Background: an optimization exercise with open tools, aiming at small area. Do not read the settings as production practice. The RTL was checked by simulation tests, not by an equivalence proof against the original design. No activity file was given, so power comes from the tool's default toggle rates.

==> flow/design.v <==
`default_nettype none
package tinyrv1_pkg;
  localparam logic [31:0] reset_pc = 32'h0000_0200;
  localparam int unsigned reg_aw  = 5;    
  localparam int unsigned rd_lsb  = 7;
  localparam int unsigned rs1_lsb = 15;
  localparam int unsigned rs2_lsb = 20;
  localparam logic [31:0] op_add  = 32'b0000000_?????_?????_000_?????_0110011;
  localparam logic [31:0] op_addi = 32'b????????????_?????_000_?????_0010011;
  localparam logic [31:0] op_mul  = 32'b0000001_?????_?????_000_?????_0110011;
  localparam logic [31:0] op_lw   = 32'b????????????_?????_010_?????_0000011;
  localparam logic [31:0] op_sw   = 32'b???????_?????_?????_010_?????_0100011;
  localparam logic [31:0] op_jal  = 32'b????????????????????_?????_1101111;
  localparam logic [31:0] op_jr   = 32'b000000000000_?????_000_00000_1100111;  
  localparam logic [31:0] op_bne  = 32'b???????_?????_?????_001_?????_1100011;
  typedef struct packed {
    logic add;
    logic addi;
    logic mul;
    logic lw;
    logic sw;
    logic jal;
    logic jr;
    logic bne;
  } op_class_t;
  typedef enum logic [1:0] {
    imm_i,
    imm_s,
    imm_j,
    imm_b
  } imm_type_e;
  typedef enum logic [1:0] {
    pc_plus4,
    pc_jal,    
    pc_jr,     
    pc_br      
  } pc_sel_e;
  typedef enum logic [1:0] {
    byp_rf,
    byp_x,
    byp_m,
    byp_w
  } byp_sel_e;
  typedef enum logic {wb_result, wb_load} wb_sel_e;
  typedef enum logic {res_alu, res_mul} result_sel_e;
  typedef enum logic {op2_rf, op2_imm} op2_sel_e;
  typedef enum logic {op1_rf, op1_pc} op1_sel_e;    
  typedef enum logic {mem_read, mem_write} mem_type_e;
endpackage
`default_nettype wire
`default_nettype none
import tinyrv1_pkg::*;
module proc_decode (
  input  logic [31:0]            inst,
  output tinyrv1_pkg::op_class_t cls
);
  always_comb begin
    cls = '0;
    casez (inst)
      op_add:  cls.add  = 1'b1;
      op_addi: cls.addi = 1'b1;
      op_mul:  cls.mul  = 1'b1;
      op_lw:   cls.lw   = 1'b1;
      op_sw:   cls.sw   = 1'b1;
      op_jal:  cls.jal  = 1'b1;
      op_jr:   cls.jr   = 1'b1;
      op_bne:  cls.bne  = 1'b1;
      default: ;
    endcase
  end
endmodule
`default_nettype wire
`default_nettype none
module proc_regfile (
  input  logic       clk,
  input  logic [4:0] raddr,
  output logic       rbit,
  input  logic       wen,
  input  logic [4:0] waddr,
  input  logic       wbit
);
  logic [31:0] tap;
  assign tap[0] = 1'b0;    
  for (genvar r = 1; r < 32; r++) begin : g_reg
    logic [31:0] q;
    always_ff @(posedge clk) begin
      q <= {(wen && waddr == 5'(r)) ? wbit : q[0], q[31:1]};
    end
    assign tap[r] = q[0];
  end
  assign rbit = tap[raddr];
endmodule
`default_nettype wire
`default_nettype none
import tinyrv1_pkg::*;
module proc (
  input  logic        clk,
  input  logic        rst,
  output logic        imemreq_val,
  output logic [31:0] imemreq_addr,
  input  logic [31:0] imemresp_data,
  output logic        dmemreq_val,
  output logic        dmemreq_type,    
  output logic [31:0] dmemreq_addr,
  output logic [31:0] dmemreq_wdata,
  input  logic [31:0] dmemresp_rdata
);
  logic [4:0]  ph;
  logic [1:0]  pass;
  logic        init;
  logic [31:0] r;
  logic [11:2] f;
  logic [31:0] s;
  logic [31:0] w;
  logic        cx;       
  logic        cp;       
  logic        diff;     
  logic [31:0] inst;
  tinyrv1_pkg::op_class_t cls;
  logic        last_ph;
  logic        first_ph;
  assign inst     = imemresp_data;
  assign last_ph  = (ph == 5'd31);
  assign first_ph = (ph == 5'd0);
  proc_decode decode_i (.inst(inst), .cls(cls));
  logic a;         
  logic rs2_sel;
  logic pcb;       
  logic four;      
  logic imm;       
  logic wbit;
  logic wen;
  assign rs2_sel = pass == 2'd0 && (cls.add | cls.sw | cls.mul | cls.bne);
  proc_regfile rf_i (
    .clk    (clk),
    .raddr  (rs2_sel ? inst[24:20] : inst[19:15]),
    .rbit   (a),
    .wen    (wen),
    .waddr  (inst[11:7]),
    .wbit   (wbit)
  );
  assign pcb  = r[0];
  assign four = (ph == 5'd2);
  always_comb begin
    imm = inst[31];
    if (cls.jal) begin
      if (first_ph)         imm = 1'b0;
      else if (ph < 5'd11)  imm = inst[5'd20 + ph];
      else if (ph == 5'd11) imm = inst[20];
      else if (ph < 5'd20)  imm = inst[ph];
    end else if (cls.bne) begin
      if (first_ph)         imm = 1'b0;
      else if (ph < 5'd5)   imm = inst[5'd7 + ph];
      else if (ph < 5'd11)  imm = inst[5'd20 + ph];
      else if (ph == 5'd11) imm = inst[7];
    end else if (cls.sw) begin
      if (ph < 5'd5)        imm = inst[5'd7 + ph];
      else if (ph < 5'd12)  imm = inst[5'd20 + ph];
    end else begin
      if (ph < 5'd12)       imm = inst[5'd20 + ph];
    end
  end
  logic xa, xb, xsum, xco, xci;
  logic pb, psum, pco, pci;
  assign xa  = (cls.jal | cls.bne) ? pcb : a;
  assign xb  = cls.add ? w[0] : (cls.jal | cls.bne) ? four : imm;
  assign xci = first_ph ? 1'b0 : cx;
  assign {xco, xsum} = xa + xb + xci;
  assign pb  = (cls.jal | cls.bne) ? imm : four;
  assign pci = first_ph ? 1'b0 : cp;
  assign {pco, psum} = pcb + pb + pci;
  always_ff @(posedge clk) begin
    cx <= xco;
    cp <= pco;
  end
  logic taken;
  logic done;      
  logic mul_en;    
  assign taken = (first_ph ? 1'b0 : diff) | (a ^ w[0]);
  always_ff @(posedge clk) diff <= taken;
  always_comb begin
    if (init)
      done = 1'b1;
    else case (pass)
      2'd0:    done = !(cls.add | cls.sw | cls.lw | cls.mul | cls.bne);
      2'd1:    done = !cls.bne | taken;
      default: done = 1'b1;
    endcase
  end
  always_ff @(posedge clk) begin
    if (rst) begin
      ph   <= 5'd0;
      pass <= 2'd0;
      init <= 1'b1;
    end else begin
      ph <= ph + 5'd1;
      if (last_ph) begin
        pass <= done ? 2'd0 : pass + 2'd1;
        init <= 1'b0;
      end
    end
  end
  assign mul_en = !init && cls.mul && pass == 2'd1;
  logic mul_out;
  always_comb begin
    wen  = 1'b0;
    wbit = xsum;
    if (!init) begin
      if (pass == 2'd0 && (cls.addi | cls.jal)) wen = 1'b1;
      if (pass == 2'd1 && cls.add) wen = 1'b1;
      if (pass == 2'd1 && cls.lw)  begin wen = 1'b1; wbit = dmemresp_rdata[ph]; end
      if (pass == 2'd1 && cls.mul) begin wen = 1'b1; wbit = mul_out; end
    end
  end
  logic r_in;
  always_comb begin
    if (init)             r_in = (ph == 5'd9);    
    else if (cls.jr)      r_in = a & !first_ph;
    else if (cls.bne)     r_in = (pass == 2'd0) ? r[0] : (pass == 2'd1) ? psum : s[0];
    else if (pass == 2'd0) r_in = psum;
    else                  r_in = r[0];
  end
  always_ff @(posedge clk) begin
    r <= {r_in, r[31:1]};
  end
  always_ff @(posedge clk) begin
    if (last_ph && done) f <= r[12:3];
  end
  logic s_in;
  assign s_in = cls.sw ? ((pass == 2'd0) ? a : s[0]) : cls.bne ? xsum : 1'b0;
  localparam int G = 8;
  logic [31:0] pp;
  logic [31:0] sig;
  logic [31:0] s_nx;
  logic [3:0]  ci;
  logic [3:0]  co;
  assign pp = (mul_en && a) ? w : 32'd0;
  always_comb begin
    logic cy;
    for (int g = 0; g < 32 / G; g++) begin
      cy = (g == 0) ? 1'b0 : ci[g];
      for (int i = g * G; i < g * G + G; i++) begin
        sig[i] = s[i] ^ pp[i] ^ cy;
        cy     = (s[i] & pp[i]) | (s[i] & cy) | (pp[i] & cy);
      end
      co[g] = cy;
    end
  end
  always_comb begin
    s_nx = {s_in, sig[31:1]};
    for (int g = 0; g < 32 / G - 1; g++)
      s_nx[g * G + G - 1] = sig[g * G + G] ^ co[g];
  end
  always_ff @(posedge clk) begin
    ci[0] <= 1'b0;
    for (int g = 1; g < 32 / G; g++)
      ci[g] <= mul_en & sig[g * G] & co[g - 1];
  end
  assign mul_out = sig[0];
  always_ff @(posedge clk) begin
    s <= s_nx;
  end
  logic w_hold;
  logic w_in;
  assign w_hold = mul_en || (!init && cls.lw && (pass == 2'd1 || last_ph));
  assign w_in   = rs2_sel ? a : xsum;
  always_ff @(posedge clk) begin
    if (!w_hold) w <= {w_in, w[31:1]};
  end
  assign imemreq_val  = 1'b1;
  assign imemreq_addr = {20'd0, f, 2'b00};
  assign dmemreq_val   = !init && pass == 2'd1 && ((cls.sw && last_ph) || cls.lw);
  assign dmemreq_type  = cls.sw;
  assign dmemreq_addr  = {w_in, w[31:1]};
  assign dmemreq_wdata = {s_in, s[31:1]};
endmodule
`default_nettype wire
==> flow/flow/run.sh <==
#!/bin/bash
# The standard layout (standard.sh), with two changes: the ports are
# buffered with the smallest buffer, and the clock tree uses clkbuf_8 leaf
# clusters of up to 20 flip-flops without dummy loads.
set -e
export BUFFER_PORTS_ARGS="-buffer_cell sky130_fd_sc_hd__buf_1"
export CTS_ARGS="-sink_clustering_enable -repair_clock_nets -dont_use_dummy_load -buf_list sky130_fd_sc_hd__clkbuf_8 -sink_clustering_size 20 -sink_clustering_max_diameter 60"
bash standard.sh > standard.log 2>&1
==> flow/standard.sh <==
#!/bin/bash
# synth_recipe.tcl (not shown) runs the flow's synth.tcl, then flattens the netlist and writes it again
# the make line also repeats each setting of config.mk as NAME=value (left out here)
make -C /OpenROAD-flow-scripts/flow DESIGN_CONFIG=/design/flow/config.mk WORK_HOME=/design/flow/orfs CLKGATE_MAP_FILE= SYNTH_SCRIPT=/design/flow/synth_recipe.tcl "${@:-finish}"
==> flow/config.mk <==
export PLATFORM = sky130hd
export DESIGN_NAME = proc
export DESIGN_NICKNAME = proc
export VERILOG_FILES = /design/flow/design.v
export SDC_FILE = /design/flow/constraint.sdc
export NUM_CORES = 4
export LEC_CHECK = 0
export CAP_MARGIN = 20
export CORE_MARGIN = 2
export CORE_UTILIZATION = 75
export SLEW_MARGIN = 20
==> flow/constraint.sdc <==
create_clock -name core_clock -period 10.0 [get_ports {clk}]
set_input_delay 2.0000 -clock core_clock [delete_from_list [all_inputs] [get_ports {clk}]]
set_output_delay 2.0000 -clock core_clock [all_outputs]
set_load 0.01 [all_outputs]
==> summary.md, run 1 <==
| Metric | Value |
|---|---|
| Status | `finished clean` |
| Avg Cell Area, Syn | `16.3 um^2` |
| CP arrival | `6250 ps` |
| Finished Core Util | `80.1%` |
| Placer Congestion | `0.869` |
| Worst Hold Launch | `rf_i.g_reg[20].q[3]` |
| Yosys Warn Count | `11` |
| First drt pass iteration count | `5` |
| Vias/cell | `5.21` |
| Hold path cells | `0` |
| CP max-delay cell | `nand4_1` |
| Routed len/inst | `19.7 um` |
| Hpwl dp | `30,600 um` |
| H-tree Lvls | `3` |
| Post-CTS setup buffer count | `0` |
| Final worst path period share | `82.5%` |
| CTS Buf Count | `66` |
| RSZ-0062 raised after global routing | `no` |
| Crit Reg-Reg Endpoint | `ci[1]` |
| Synth top area cells | `dfxtp_1, edfxtp_1, mux4_2` |
| EDFF count, synth | `42` |
| Crit path max fanout | `12` |
| Lkg Pwr | `11.2 nW` |
| Library cells used by synthesis | `70` |
| Routed via count | `11,700` |
| Setup tns final | `0 ps` |
| Maximum vdd drop | `0.195 mV` |
| Critical path class | `in -> out` |
| Worst Path Required | `8000 ps` |
| R2R Setup Slk | `3780 ps` |
| PostCTS Resize Cnt | `0` |
| Synthesized instance count | `1,674` |
| Ys flop type | `dfxtp_1` |
| Site Rows | `69` |
| Tmin final | `8250 ps` |
| Initial core utilization | `76.3%` |
| Fin nets | `1,901` |
| Post-synth top area share | `78.5%` |
| Die width | `195 um` |
| Initial antenna violation count | `3` |
| Crit-path cells | `buf_1, nor4_1, nand4_1, o211ai_2, nand3_1, a32oi_1, a32o_1, nor4b_4, a31oi_2, nand2_1, mux2i_1, fa_1, o32ai_1, buf_1` |
| Gr usage total | `23.8%` |
| Final Max Tran Viols | `0` |
| First-pass GRT wire length | `68,100 um` |
| Pin count of the biggest net entering global routing | `33` |
| ANT nets after route | `0` |
| First DRT Iteration DRCs | `704` |
| Clock buffer depth | `3` |
| Hold EP | `rf_i.g_reg[20].q[2]` |
| I/O pin cnt | `165` |
| Vias in the first global route | `12,100` |
| Crit-path most repeated cell | `buf_1` |
| Max Clock Freq | `121 MHz` |
| Post-Route WL | `44,300 um` |
| Clock latency on the worst-skew pair | `660 ps` |
| Final hold violations | `0` |
| Layout cells sized above 1 | `7.15%` |
| Clock-pin slew on the worst setup and hold paths | `110 ps` |
| FFs w/ async S/R, synth | `0%` |
| PwrDens | `231 mW/mm^2` |
| I/O Buffers | `141` |
| Worst-margin pin slew | `917 ps` |
| Final number of setup-violating endpoints | `0` |
| Clock sinks | `1,112` |
| Seq/Total Area, Yosys | `83.1%` |
| Worst reg-to-reg path cell count | `19` |
| Vert. Die Dim | `195 um` |
| MaxCap Viol Count | `0` |
| Cell taking the most area after synthesis | `dfxtp_1` |
| CORE AREA | `0.0357 mm^2` |
| Total power | `6.61 mW` |
| Die area | `0.0379 mm^2` |
| TritonCTS clock tree | `built` |
| Crit path largest cell delay | `500 ps` |
| DRC | `0` |
| Max-slew headroom | `38.8%` |
| Post-CTS Hold Buffers | `0` |
| Final Skew | `75.5 ps` |
| Worst r2r src | `pass[0]` |
| Worst min path class | `reg -> reg` |
| CTS root buffer | `clkbuf_8` |
| Global route overflow | `0` |
| Post-synth top cells | `dfxtp_1, buf_4, o21ai_0` |
| Layout Area Growth over Synthesis | `4.89%` |
| Critical path endpoint category | `primary output` |
| Worst setup SP type | `input pin` |
| Most common cell in the netlist | `dfxtp_1` |
| Post-Syn Area | `0.0273 mm^2` |
| Yosys reg bits | `1,112` |
## routing by layer
metal | routed length (um) | global-route usage [%]
met1 | 19200 | 31.2
met5 | 13 | 0
met2 | 21300 | 39.2
met3 | 2200 | 4.46
met4 | 1630 | 10.6
## registers in the layout, indices dropped and copies added, names as in the netlist
signal	count
rf_i.g.q	992
r	32
s	32
w	32
f	10
ph	5
ci	3
pass	2
cp	1
cx	1
diff	1
init	1
## how the worst max path moves through the flow
stage | startpoint | endpoint | slack, ps | cells past startpoint
after floorplan | imemresp_data[2] | ci[1] | 2720 | 21
after global placement | imemresp_data[4] | ci[1] | 1270 | 20
after detailed placement | imemresp_data[14] | ci[1] | 1450 | 20
after CTS | imemresp_data[14] | dmemreq_wdata[31] | 1800 | 14
after global routing | imemresp_data[14] | dmemreq_wdata[31] | 1490 | 14
final | imemresp_data[14] | dmemreq_wdata[31] | 1750 | 14
## stage by stage
step | instance area (um^2) | hold slack (ps) | std cells | setup slack [ps]
floorplan | 27400 | 310 | 1695 | 2720
global placement | 27700 | 310 | 2184 | 1270
detailed placement | 27700 | 312 | 2184 | 1450
CTS | 28600 | 276 | 2250 | 1800
global route | 28600 | 268 | 2251 | 1490
finish | 28600 | 274 | 2251 | 1750
## worst max-delay path: cells and delay by family
family                     cells  cell delay [ps]
adders and majority gates      1              460
buffers and inverters          2              400
and+or+nand+nor                5             1590
muxes                          1              220
AOI/OAI and AO/OA              5             1560
## cell usage in the layout, fill, tap and decap left out, types with 11 or more instances in the layout
cell type,synthesis,routed
fa_1,32,32
nand3_1,18,18
mux2i_1,15,15
dfxtp_1,1070,1069
conb_1,2,23
o31ai_1,25,25
nand2_1,43,43
nor3_1,14,14
ha_1,12,12
buf_1,4,141
mux4_2,31,31
clkbuf_8,0,66
edfxtp_1,42,42
nor2b_1,12,12
inv_1,24,24
o21ai_0,54,52
and2_1,32,32
nor2_1,21,21
a21oi_1,11,11
xnor2_1,11,11
## logic make-up after synthesis
kind of cell | count (synthesis) | share of synthesized area, %
and+or+nand+nor | 182 | 3.70
buffers and inverters | 142 | 3.30
AOI/OAI and AO/OA | 125 | 2.99
xor gates and xnor gates | 12 | 0.385
DFF | 1112 | 83.1
adders and majority gates | 44 | 2.90
muxes | 55 | 3.58
other | 2 | 0.0275
## area by class of cell
| cell class | count | area [um^2] |
|---|---|---|
| Tap cell | 461 | 577 |
| Sequential cell | 1112 | 22700 |
| Timing Repair Buffer | 145 | 559 |
| Inverter | 25 | 93.8 |
| Multi-Input combinational cell | 441 | 3800 |
| Clock buffer | 66 | 908 |
| Fill cell | 1698 | 7120 |
| Antenna cell | 1 | 2.50 |
## power breakdown
part | total (mW) | internal [mW] | switching (mW)
combinational | 0.242 | 0.0887 | 0.154
clock | 1.77 | 0.600 | 1.17
sequential | 4.60 | 4.54 | 0.0584
==> run 2: changes to the inputs <==
--- a/flow/config.mk
+++ b/flow/config.mk
@@ -5,6 +5,7 @@
 export SDC_FILE = /design/flow/constraint.sdc
 export NUM_CORES = 4
 export LEC_CHECK = 0
+export ABC_CLOCK_PERIOD_IN_PS = 50000
 export CAP_MARGIN = 20
 export CORE_MARGIN = 2
 export CORE_UTILIZATION = 75
==> summary.md, run 2 <==
| Metric | Value |
|---|---|
| Max Clock Freq | `121 MHz` |
| Worst Path Required | `8000 ps` |
| Worst setup SP type | `input pin` |
| Finished Core Util | `80.1%` |
| Worst reg-to-reg path cell count | `19` |
| Initial antenna violation count | `3` |
| Final Max Tran Viols | `0` |
| Worst min path class | `reg -> reg` |
| Max-slew headroom | `38.8%` |
| CTS root buffer | `clkbuf_8` |
| Ys flop type | `dfxtp_1` |
| Max reg flops | `992` |
| ANT nets after route | `0` |
| PwrDens | `231 mW/mm^2` |
| Synth top area cells | `dfxtp_1, edfxtp_1, mux4_2` |
| Tmin final | `8250 ps` |
| Gr usage total | `23.8%` |
| Status | `finished clean` |
| Final Skew | `75.5 ps` |
| Critical path endpoint category | `primary output` |
| Hpwl dp | `30,600 um` |
| Post-CTS Hold Buffers | `0` |
| Hold path cells | `0` |
| MaxCap Viol Count | `0` |
| Avg Cell Area, Syn | `16.3 um^2` |
| Yosys reg bits | `1,112` |
| Final number of setup-violating endpoints | `0` |
| Total power | `6.61 mW` |
| Yosys Warn Count | `11` |
| Commonest non-fill, non-tap cell in the layout | `dfxtp_1` |
| Clock latency on the worst-skew pair | `660 ps` |
| Seq/Total Area, Yosys | `83.1%` |
| I/O pin cnt | `165` |
| Die area | `0.0379 mm^2` |
| Synthesized instance count | `1,674` |
| Post-CTS setup buffer count | `0` |
| Site Rows | `69` |
| Initial core utilization | `76.3%` |
| Final hold violations | `0` |
| Placer Congestion | `0.869` |
| DRC | `0` |
| Routed via count | `11,700` |
| TritonCTS clock tree | `built` |
| EDFF count, synth | `42` |
| Top reg by flops | `rf_i.g.q` |
| Clock-pin slew on the worst setup and hold paths | `110 ps` |
| Post-route design area | `0.0286 mm^2` |
| First drt pass iteration count | `5` |
| Critical path class | `in -> out` |
| Post-Route WL | `44,300 um` |
| Post-synth top cells | `dfxtp_1, buf_4, o21ai_0` |
| Clock buffer depth | `3` |
| Routed len/inst | `19.7 um` |
| Crit path max fanout | `12` |
| Vias in the first global route | `12,100` |
| Die width | `195 um` |
| First-pass GRT wire length | `68,100 um` |
| First DRT Iteration DRCs | `704` |
| Layout Area Growth over Synthesis | `4.89%` |
| Placed cell area | `0.0277 mm^2` |
| Lkg Pwr | `11.2 nW` |
| RSZ-0062 raised after global routing | `no` |
| Vias/cell | `5.21` |
| Vert. Die Dim | `195 um` |
| Post-Syn Area | `0.0273 mm^2` |
| Most common cell in the netlist | `dfxtp_1` |
| Pin count of the biggest net entering global routing | `33` |
| Setup tns final | `0 ps` |
| CORE AREA | `0.0357 mm^2` |
| I/O Buffers | `141` |
| Layout cells sized above 1 | `7.15%` |
| PostCTS Resize Cnt | `0` |
| CP arrival | `6250 ps` |
| Final worst path period share | `82.5%` |
| Cell taking the most area after synthesis | `dfxtp_1` |
| Fin nets | `1,901` |
| H-tree Lvls | `3` |
| Maximum vdd drop | `0.195 mV` |
| Global route overflow | `0` |
| FFs w/ async S/R, synth | `0%` |
| Worst-margin pin slew | `917 ps` |
| CTS Buf Count | `66` |
| Clock sinks | `1,112` |
| Library cells used by synthesis | `70` |
| Most frequent cells in the layout | `dfxtp_1, buf_1, clkbuf_8, o21ai_0, nand2_1` |
| Post-synth top area share | `78.5%` |
==> run 2: cell counts after synthesis <==
No cell type changed its count.
==> run 2: per-stage QoR <==
stage,hold slack (ps),cells,setup WS [ps]
after floorplan,310,1695,2720
after global placement,310,2184,1270
after detailed placement,312,2184,1450
after CTS,276,2250,1800
after global routing,268,2251,1490
final,274,2251,1750
==> run 2: critical path: stages <==
cell and delay, ps:
buf_1 190, nor4_1 350, nand4_1 500, o211ai_2 350, nand3_1 490, a32oi_1 420, a32o_1 270, nor4b_4 70
a31oi_2 280, nand2_1 180, mux2i_1 220, fa_1 460, o32ai_1 240, buf_1 210
==> run 2: cells by family after synthesis <==
kind of cell | synth area share (%)
simple gates | 3.70
mux | 3.58
other cells | 0.0275
xor+xnor | 0.385
compound gates | 2.99
buf+inv | 3.30
flops | 83.1
fa+ha+maj | 2.90
==> run 2: final cells by class <==
class	count	area (um^2)
Inverter	25	93.8
Fill cell	1698	7120
Multi-Input combinational cell	441	3800
Tap cell	461	577
Timing Repair Buffer	145	559
Clock buffer	66	908
Antenna cell	1	2.50
Sequential cell	1112	22700
==> run 2: routing by layer <==
layer | vias up | global-route usage (%) | share of wire [%]
met1 | 5683 | 31.2 | 43
met3 | 107 | 4.46 | 5.0
li1 | 5543 | - | -
met5 | - | 0 | 0.029
met4 | 2 | 10.6 | 3.7
met2 | 384 | 39.2 | 48
==> run 2: final timing paths <==
kind	from	to	slack, ps
worst min-delay path	rf_i.g_reg[20].q[3]	rf_i.g_reg[20].q[2]	270
worst max register to register	pass[0]	ci[1]	3780
worst min register to register	rf_i.g_reg[20].q[3]	rf_i.g_reg[20].q[2]	270
worst max-delay path	imemresp_data[14]	dmemreq_wdata[31]	1750
==> run 2: report_power, final <==
| group | switching [mW] | internal [mW] |
|---|---|---|
| Clock | 1.17 | 0.600 |
| Combinational | 0.154 | 0.0887 |
| Sequential | 0.0584 | 4.54 |
| Total | 1.38 | 5.23 |
==> run 3: changes to the inputs <==
==> flow/flow/run.sh (replaced) <==
#!/bin/bash
# The standard layout (standard.sh), with two changes: the ports are
# buffered with the smallest buffer, and the clock tree uses clkbuf_8 leaf
# clusters of up to 20 flip-flops without dummy loads.
set -e
export BUFFER_PORTS_ARGS="-buffer_cell sky130_fd_sc_hd__buf_1"
export CTS_ARGS="-sink_clustering_enable -repair_clock_nets -dont_use_dummy_load -buf_list sky130_fd_sc_hd__clkbuf_8 -sink_clustering_size 20 -sink_clustering_max_diameter 80"
bash standard.sh > standard.log 2>&1
==> flow/config.mk (replaced) <==
export PLATFORM = sky130hd
export DESIGN_NAME = proc
export DESIGN_NICKNAME = proc
export VERILOG_FILES = /design/flow/design.v
export SDC_FILE = /design/flow/constraint.sdc
export NUM_CORES = 4
export LEC_CHECK = 0
export ABC_AREA = 1
export CAP_MARGIN = 20
export CORE_MARGIN = 2
export CORE_UTILIZATION = 60
export SLEW_MARGIN = 20
==> summary.md, run 3 <==
| Metric | Value |
|---|---|
| Routed len/inst | `17.3 um` |
| Site Rows | `78` |
| Lkg Pwr | `11.7 nW` |
| Clock-pin slew on the worst setup and hold paths | `110 ps` |
| Post-CTS Hold Buffers | `0` |
| Commonest non-fill, non-tap cell in the layout | `dfxtp_1` |
| Seq/Total Area, Yosys | `82.5%` |
| I/O pin cnt | `165` |
| Total power | `6.68 mW` |
| Routed via count | `12,500` |
| Layout Area Growth over Synthesis | `5.75%` |
| Gr usage total | `19.9%` |
| Worst r2r src | `pass[1]` |
| Setup tns final | `0 ps` |
| Maximum vdd drop | `0.191 mV` |
| PostCTS Resize Cnt | `0` |
| Yosys reg bits | `1,112` |
| Synth top area cells | `dfxtp_1, edfxtp_1, buf_4` |
| Hold EP | `rf_i.g_reg[11].q[11]` |
| First drt pass iteration count | `5` |
| Vias/cell | `4.70` |
| Yosys Warn Count | `11` |
| Post-synth top area share | `77.9%` |
| Final Max Tran Viols | `0` |
| Crit Reg-Reg Endpoint | `s[7]` |
| Hold_ws | `308 ps` |
| Cell taking the most area after synthesis | `dfxtp_1` |
| Top reg by flops | `rf_i.g.q` |
| Max reg flops | `992` |
| Worst-margin pin slew | `902 ps` |
| Hold path cells | `0` |
| Vert. Die Dim | `218 um` |
| Worst Path Required | `8000 ps` |
| EDFF count, synth | `42` |
| Status | `finished clean` |
| Crit path max fanout | `13` |
| Die area | `0.0475 mm^2` |
| Synthesized instance count | `1,939` |
| Worst Hold Launch | `rf_i.g_reg[11].q[12]` |
| MaxCap Viol Count | `0` |
| Final worst path period share | `75.4%` |
| RSZ-0062 raised after global routing | `no` |
| CTS Buf Count | `66` |
| Worst reg-to-reg path cell count | `19` |
| ANT nets after route | `0` |
| Layout fillers | `3,255` |
| CP arrival | `5540 ps` |
| Die width | `218 um` |
| Post-synth top cells | `dfxtp_1, inv_1, nor2_1` |
| Global route overflow | `0` |
| Post-CTS setup buffer count | `0` |
| Post-Syn Area | `0.0275 mm^2` |
| Max Clock Freq | `133 MHz` |
| TritonCTS clock tree | `built` |
| PwrDens | `230 mW/mm^2` |
| Initial core utilization | `60.7%` |
| Final hold violations | `0` |
| Most frequent cells in the layout | `dfxtp_1, buf_1, inv_1, nor2_1, nand2_1` |
| R2R Setup Slk | `4320 ps` |
| Placed cell count | `2,594` |
| Ys flop type | `dfxtp_1` |
| CTS root buffer | `clkbuf_8` |
| Critical path endpoint category | `primary output` |
| Max-slew headroom | `39.1%` |
| First-pass GRT wire length | `70,700 um` |
| Clock buffer depth | `3` |
| Hpwl dp | `32,200 um` |
| Pin count of the biggest net entering global routing | `52` |
| CORE AREA | `0.0453 mm^2` |
| Layout Cells excl Fill | `2,661` |
| Post-Route WL | `46,000 um` |
| Avg Cell Area, Syn | `14.2 um^2` |
| Clock latency on the worst-skew pair | `670 ps` |
| Final Skew | `45.2 ps` |
| FFs w/ async S/R, synth | `0%` |
| Antenna diode count | `0` |
| Initial antenna violation count | `2` |
| Library cells used by synthesis | `47` |
| Vias in the first global route | `12,700` |
| Layout cells sized above 1 | `5.34%` |
| DRC | `0` |
| Placer Congestion | `0.845` |
| First DRT Iteration DRCs | `673` |
| I/O Buffers | `141` |
| Final number of setup-violating endpoints | `0` |
| Finished Core Util | `64.2%` |
| Fin nets | `2,173` |
| Worst min path class | `reg -> reg` |
| Worst setup SP type | `input pin` |
| Clock sinks | `1,112` |
| Most common cell in the netlist | `dfxtp_1` |
| H-tree Lvls | `3` |
| Tmin final | `7540 ps` |
| Critical path class | `in -> out` |
[run 3: kinds of logic (layout without fill, tap and decap cells)]
group | after synthesis | in the layout | synth area share, %
buffers and inverters | 253 | 354 | 4.71
muxes | 9 | 9 | 0.328
and+or+nand+nor | 352 | 352 | 5.83
DFF | 1112 | 1112 | 82.5
AOI/OAI and AO/OA | 156 | 156 | 3.37
xor gates and xnor gates | 11 | 11 | 0.350
other | 2 | 23 | 0.0273
adders and majority gates | 44 | 44 | 2.88
[run 3: layer usage]
metal	share of wire [%]	vias to the layer above	routed length [um]	GRT usage (%)
met5	0	-	0	0
met4	2.8	0	1280	8.23
met3	4.9	84	2240	3.89
met2	46	284	21100	31.7
met1	46	5942	21400	27.0
li1	-	6200	-	-
[run 3: worst max-delay path by stage]
stage	endpoint	startpoint	slack (ps)
after floorplan	ci[1]	imemresp_data[14]	3310
after global placement	ci[1]	imemresp_data[12]	2340
after detailed placement	ci[1]	imemresp_data[1]	2200
after CTS	dmemreq_wdata[31]	imemresp_data[1]	2390
after global routing	dmemreq_wdata[31]	imemresp_data[1]	2140
final	dmemreq_wdata[31]	imemresp_data[1]	2460
[run 3: metrics by stage]
stage	setup WS, ps	area [um^2]
global placement	2340	28100
global route	2140	29100
detailed placement	2200	28100
CTS	2390	29000
finish	2460	29100
floorplan	3310	27600
[run 3: area by class of cell]
class	instances	area [um^2]	share of cell area [%]
multi-input cells	595	3610	12.4
flip-flops and latches	1112	22700	78.0
inverters	141	529	1.82
repair buffers	147	594	2.04
clock buffers	66	908	3.12
well taps	600	751	2.58
[run 3: worst max-delay path, stage by stage]
cell	delay, ps
buf_1	130
nand2_1	150
nor2_2	190
nand3_2	260
nand3_4	240
nand3_2	290
nand2_2	330
nand2_1	80
nand3_1	80
nand3_1	90
nand3_1	120
nand3_2	120
nand2_4	180
o21ai_0	140
fa_1	530
o21ai_0	400
buf_1	200
[run 3: report_power, final]
group | switching [mW] | internal, mW
clock network | 1.17 | 0.600
registers | 0.0692 | 4.55
logic | 0.213 | 0.0852
total | 1.45 | 5.23
==> run 4: changes to the inputs <==
--- a/flow/config.mk
+++ b/flow/config.mk
@@ -5,8 +5,10 @@
 export SDC_FILE = /design/flow/constraint.sdc
 export NUM_CORES = 4
 export LEC_CHECK = 0
-export ABC_AREA = 1
 export CAP_MARGIN = 20
 export CORE_MARGIN = 2
 export CORE_UTILIZATION = 60
+export CTS_BUF_LIST = sky130_fd_sc_hd__clkbuf_8
+export CTS_CLUSTER_DIAMETER = 80
+export CTS_CLUSTER_SIZE = 20
 export SLEW_MARGIN = 20
==> summary.md, run 4 <==
| Metric | Value |
|---|---|
| ANT nets after route | `0` |
| TritonCTS clock tree | `built` |
| Worst min path class | `reg -> reg` |
| Largest family of logic cells by synthesized area | `simple AND/OR/NAND/NOR gates` |
| Clock-pin slew on the worst setup and hold paths | `110 ps` |
| EDFF count, synth | `42` |
| Final worst path period share | `82.2%` |
| Avg Cell Area, Syn | `16.3 um^2` |
| H-tree Lvls | `3` |
| CTS Buf Count | `66` |
| Crit path largest cell delay | `470 ps` |
| First DRT Iteration DRCs | `559` |
| Final Max Tran Viols | `0` |
| Layout fillers | `3,316` |
| Commonest non-fill, non-tap cell in the layout | `dfxtp_1` |
| Layout cells sized above 1 | `7.31%` |
| Seq/Total Area, Yosys | `83.1%` |
| Synthesized instance count | `1,674` |
| Post-Synth XOR/XNOR Area | `0.385%` |
| MaxCap Viol Count | `0` |
| Global route overflow | `0` |
| Site Rows | `78` |
| Gr usage total | `17.2%` |
| Critical path endpoint category | `primary output` |
| DRC | `0` |
| CP arrival | `6220 ps` |
| Post-Syn Area | `0.0273 mm^2` |
| Worst reg-to-reg path cell count | `20` |
| First drt pass iteration count | `5` |
| Most frequent cells in the layout | `dfxtp_1, buf_1, clkbuf_8, o21ai_0, nand2_1` |
| Clock buffer depth | `3` |
| Die width | `217 um` |
| Met3 Track Usage GR | `4.07%` |
| I/O pin cnt | `165` |
| Post-synth top cells | `dfxtp_1, buf_4, o21ai_0` |
| Worst r2r src | `pass[0]` |
| Worst path top cell family by delay | `simple AND/OR/NAND/NOR gates` |
| Ys flop type | `dfxtp_1` |
| Finished Core Util | `64.0%` |
| Post-synthesis adder-cell area fraction | `2.90%` |
| Placer Congestion | `0.842` |
| Library cells used by synthesis | `70` |
| Hold EP | `rf_i.g_reg[31].q[23]` |
| RSZ-0062 raised after global routing | `no` |
| Post-CTS setup buffer count | `0` |
| Final number of setup-violating endpoints | `0` |
| Crit Reg-Reg Endpoint | `ci[2]` |
| Critical path buffer and inverter count | `2` |
| CORE AREA | `0.0451 mm^2` |
| Initial core utilization | `60.5%` |
| Layout Area Growth over Synthesis | `5.70%` |
| Top reg by flops | `rf_i.g.q` |
| Crit-path cells | `buf_1, nor4_1, nand4_1, o211ai_2, nand2_2, mux2i_4, mux2i_1, a31oi_1, a31oi_2, nand2_1, mux2i_1, fa_1, a21oi_1, buf_1` |
| Worst Path Required | `8000 ps` |
| R2R Setup Slk | `3720 ps` |
| Post-synthesis mux area share | `3.58%` |
| Vias in the first global route | `11,000` |
| Status | `finished clean` |
| Hpwl dp | `26,400 um` |
| FFs w/ async S/R, synth | `0%` |
| Met1 Usage GRT | `24.2%` |
| Hold path cells | `0` |
| PostCTS Resize Cnt | `0` |
| Max reg flops | `992` |
| Clock sinks | `1,112` |
| Vias/cell | `4.73` |
| Fin nets | `1,904` |
| CTS root buffer | `clkbuf_8` |
| Clock latency on the worst-skew pair | `660 ps` |
| Cell taking the most area after synthesis | `dfxtp_1` |
| PwrDens | `229 mW/mm^2` |
| Lkg Pwr | `11.2 nW` |
| Pin count of the biggest net entering global routing | `33` |
| Crit path max fanout | `13` |
| Post-Route WL | `39,400 um` |
| Initial antenna violation count | `3` |
| Routed via count | `11,300` |
| Worst-margin pin slew | `761 ps` |
| Routed len/inst | `16.5 um` |
| Gr busiest metal | `met2` |
| Post-synthesis compound-gate area fraction | `2.99%` |
| I/O Buffers | `141` |
| Max Clock Freq | `122 MHz` |
| Final Skew | `70.0 ps` |
| Worst setup SP type | `input pin` |
| Tmin final | `8220 ps` |
| Final hold violations | `0` |
| Post-synthesis simple-gate area fraction | `3.70%` |
| Setup tns final | `0 ps` |
| CP max-delay cell | `fa_1` |
| Post-synth top area share | `78.5%` |
| Yosys reg bits | `1,112` |
| Critical path class | `in -> out` |
| Most common cell in the netlist | `dfxtp_1` |
| First-pass GRT wire length | `61,600 um` |
| Die area | `0.0472 mm^2` |
| Synth top area cells | `dfxtp_1, edfxtp_1, mux4_2` |
| Vert. Die Dim | `217 um` |
| Post-CTS Hold Buffers | `0` |
| Worst Hold Launch | `rf_i.g_reg[31].q[24]` |
| Yosys Warn Count | `11` |
| Max-slew headroom | `48.8%` |
| Maximum vdd drop | `0.184 mV` |
| GRT met2 Usage | `25.7%` |
==> run 4: cell types whose count changed after synthesis, sizes merged, moves of 7 or more <==
cell,change
inv,-115
nor2,-105
nand2,-67
nand3,-67
and2,+32
mux4,+31
a21oi,-26
o31ai,+24
o21a,-21
nor2b,+12
mux2i,+8
buf,+7
mux2,+7
==> run 4: cell families (layout without fill, tap and decap cells) <==
kind of cell               after synthesis  count (layout)
adders and majority gates               44              44
and+or+nand+nor                        182             182
DFF                                   1112            1112
buffers and inverters                  142             239
xor gates and xnor gates                12              12
other                                    2              25
AOI/OAI and AO/OA                      125             125
muxes                                   55              55
==> run 4: cell type report <==
class | count | area [um^2] | share of cell area (%)
Sequential cell | 1112 | 22700 | 78.6
Inverter | 25 | 93.8 | 0.325
Clock buffer | 66 | 908 | 3.15
Antenna cell | 2 | 5.00 | 0.0174
Timing Repair Buffer | 148 | 602 | 2.09
Multi-Input combinational cell | 441 | 3800 | 13.2
Tap cell | 600 | 751 | 2.60
==> run 4: stage by stage <==
step	hold WS, ps	instances	setup slack [ps]	area, um^2	power, mW
after floorplan	310	1695	2720	27400	4.90
after global placement	310	2325	1450	27900	4.94
after detailed placement	312	2325	1370	27900	4.94
after CTS	259	2391	1750	28800	6.69
after global routing	255	2392	1350	28800	6.87
final	260	2394	1780	28800	6.60
==> run 4: how the worst max path moves through the flow <==
| stage | start | endpoint | slack, ps | cells past startpoint |
|---|---|---|---|---|
| after floorplan | imemresp_data[2] | ci[1] | 2720 | 21 |
| after CTS | imemresp_data[13] | dmemreq_addr[31] | 1750 | 14 |
| after global placement | imemresp_data[14] | ci[1] | 1450 | 20 |
| final | imemresp_data[13] | dmemreq_addr[31] | 1780 | 14 |
| after detailed placement | imemresp_data[13] | ci[1] | 1370 | 20 |
| after global routing | imemresp_data[5] | dmemreq_addr[31] | 1350 | 14 |
==> run 4: worst reg2reg max path: cells and delay by family (launching register included) <==
kind            cells  cell delay (ps)
fa+ha+maj           9             3420
compound gates      4             1300
simple gates        4              720
buf+inv             3              400
flops               1              350
==> run 4: metal layers <==
layer	vias up	wire (um)
met5	-	13
met4	2	1410
met3	80	1870
met2	245	17400
met1	5449	18800
li1	5556	-
==> run 4: power breakdown <==
| group | internal, mW | switching (mW) | leakage (nW) |
|---|---|---|---|
| logic | 0.0904 | 0.150 | 1.71 |
| clock network | 0.599 | 1.16 | 0.475 |
| registers | 4.54 | 0.0588 | 9.06 |

-- afterwards: timing with drivers on the ports --
Ports are ideal in the flow. The routed layouts listed here were re-timed in OpenROAD.
Step 1 sets driving cells, clkbuf_16 on the clock port and buf_2 on the other inputs (assumed; they add their load-dependent delay and slew).
Step 2 adds t to the input delays and takes it off the output delays; t is the mean of the earliest and latest rising clock arrival at the registers after step 1. Input paths then give back, and output paths get back, about the clock's delay inside the block.
a / b / c = ideal ports / drivers / drivers and shift; a / b = the first two.
run | shift t [ns] | setup slack, ns | latest minus earliest clock arrival (ns) | worst data-port slew with drivers (ns)
run 1 | 0.658 | 1.748 / 1.724 / 1.344 | 0.101 / 0.101 | 0.08
run 2 | 0.658 | 1.748 / 1.724 / 1.344 | 0.101 / 0.101 | 0.08
run 3 | 0.705 | 2.462 / 2.411 / 2.220 | 0.046 / 0.046 | 0.09
run 4 | 0.674 | 1.782 / 1.754 / 1.377 | 0.083 / 0.083 | 0.06
After both steps every run listed still meets setup and hold. For run 4, which loses most, drivers alone change the setup slack by -0.028 ns; drivers and shift together by -0.405 ns.
